From an optimization exercise on the open Yosys and OpenROAD flow, aimed at small area, a short achievable clock period and few clock cycles; shortcuts taken in it are not production practice. Where RTL was checked, it was by simulation tests only, not by an equivalence proof against the original. Power figures rest on the tool's default switching activity, not on a simulated workload.

== the baseline ==
// concealment_top
module concealment_top (
    input  logic                     clock,
    input  logic                     reset,
    input  logic                     start,
    input  logic [1:0]               size,
    output logic                     done,
    output logic                     pix_cyc,
    output logic                     pix_stb,
    output logic                     pix_we,
    output logic [16-1:0] pix_adr,
    output logic [8-1:0]      pix_dat_w,
    input  logic                     pix_ack,
    input  logic [8-1:0]      pix_dat_r,
    output logic                     flag_cyc,
    output logic                     flag_stb,
    output logic [8-1:0]       flag_adr,
    input  logic                     flag_ack,
    input  logic [16-1:0]       flag_dat
);
For scale: ~960 cells after synthesis, about 180 flip-flops, ~69 I/O pins.
==> flow/config.mk <==
export PLATFORM = sky130hd
export DESIGN_NAME = concealment_top
export DESIGN_NICKNAME = concealment_top
export VERILOG_FILES = /design/flow/design.v
export SDC_FILE = /design/flow/constraint.sdc
export NUM_CORES = 4
export LEC_CHECK = 0
export CAP_MARGIN = 20
export CORE_MARGIN = 2
export CORE_UTILIZATION = 40
export SLEW_MARGIN = 20
==> flow/constraint.sdc <==
create_clock -name core_clock -period 9.0 [get_ports {clock}]
set_input_delay 1.8000 -clock core_clock [delete_from_list [all_inputs] [get_ports {clock}]]
set_output_delay 1.8000 -clock core_clock [all_outputs]
set_load 0.01 [all_outputs]
standard.sh (not shown) runs the stock make flow with config.mk's settings and CLKGATE_MAP_FILE= SYNTH_SCRIPT=/design/flow/synth_recipe.tcl, a recipe that flattens the netlist after the stock synthesis.
==> flow/flow/run.sh <==
#!/bin/bash
set -euo pipefail
export SETUP_SLACK_MARGIN=6.2
bash standard.sh > standard.log 2>&1
Testbench counts of the baseline, summed over its fixed seeds: cycles 709,561.
diff inputs: the baseline => the candidate
--- a/flow/design.v
+++ b/flow/design.v
@@ -225,13 +225,13 @@
     assign w_inflight = cyc_q && we_q;
     assign wreq       = (wpend && !w_inflight) || fin_q;
     assign rd_guard   = (it_ph == PH_M) && it_first && ops_act
                       && ((early & (early - 6'd1)) != 6'd0);
     assign rd_ok      = (st == S_BUS) && it_v && !rd_guard;
     assign rd_go      = !wreq && rd_ok;
-    assign run_done   = pix_ack && w_inflight && !it_v && !ops_act;
+    assign run_done   = slot_free && wreq && !it_v && !ops_act && (st == S_BUS);
     assign ptag_tb   = !ptag_m;
     assign ptag_ev   = ptag_m && ptag_pm;
     assign ptag_wv   = ptag_m && !ptag_pm;
     assign ld_now    = proc_v && ptag_tb;
     assign start_ops = (ld_now && ptag_first && ptag_pm)
                      || (fin_now && pcw == 8'd253);
@@ -282,31 +282,33 @@
             end
             if (rd_iss && !nr_valid && it_ph == PH_M && !(cont && rc != 8'd255)) begin
                 it_v <= 1'b0;
             end
             case (st)
                 S_IDLE: begin
+                    wpend <= 1'b0;
                     if (start) begin
                         fcyc_q <= 1'b1;
                         st     <= S_FLAG;
                     end
                 end
                 S_FLAG: begin
                     if (flag_ack) begin
                         fcyc_q <= 1'b0;
                         st     <= S_SCAN;
                     end
                 end
                 S_SCAN: begin
-                    wpend   <= 1'b0;
                     ops_act <= 1'b0;
                     e_ok    <= 1'b0;
                     if (!any_seg) begin
                         if (!bp) begin
-                            done_q <= 1'b1;
-                            st     <= S_DONE;
+                            if (!cyc_q) begin
+                                done_q <= 1'b1;
+                                st     <= S_DONE;
+                            end
                         end else begin
                             fcyc_q <= 1'b1;
                             st     <= S_FLAG;
                         end
                     end else begin
                         it_v <= 1'b1;
Findings:
NOTE number of vias after detailed routing the baseline->the candidate increased by a few percent
Against the baseline, tap cell instance count in the candidate rose by more than 10%.
Looking at die area, the candidate sits about 1.1% above the baseline.
Between the candidate and the baseline, it is the candidate whose clock network power share is lower, by 1.9 points.
Against the baseline, the candidate comes in 28 higher on synthesized cell count.
In the candidate, the number of instances in the placed design came out 4.7% above the value in the baseline.
The fraction of area in multi-input gates reported for the candidate is greater than that of the baseline by 0.82 points.
On the candidate: fraction of the core area covered by cells at the end of the flow is 0.48 points lower than what the baseline gave.
The baseline -> the candidate: met2 wire length flat
[compare] base=the baseline new=the candidate: post-CTS setup repair buffer count shows a reduction of 2, cell area shows an increase of 150 µm², routed wire length shows an increase of about 3.3%, sequential power shows an increase of about 3%, area occupied by multi-input gates shows an increase of 3.3%.
No functional check of the RTL was part of the candidate.

[port drivers added, routing unchanged]
No port has a modelled driver above. Below, the same layouts with a new extraction and two added sets of constraints. Step 1, drivers: a clkbuf_16 drives clock and a buf_2 each remaining input, both assumed. Step 2 also shifts input and output timing later by t, the mid clock arrival at the registers, as if the neighbouring blocks saw the same clock. Slacks: ideal / step 1 / step 2; pairs: ideal / step 1.
run	t (ns)	setup slack, ns	worst setup path after step 2
the baseline	0.472	6.144 / 6.096 / 5.834	input to register
the candidate	0.480	6.098 / 6.054 / 5.888	input to register
After both steps every run listed still meets setup and hold. The setup slack of the baseline, which loses most, moves by -0.048 ns with the drivers and by -0.310 ns with both steps.
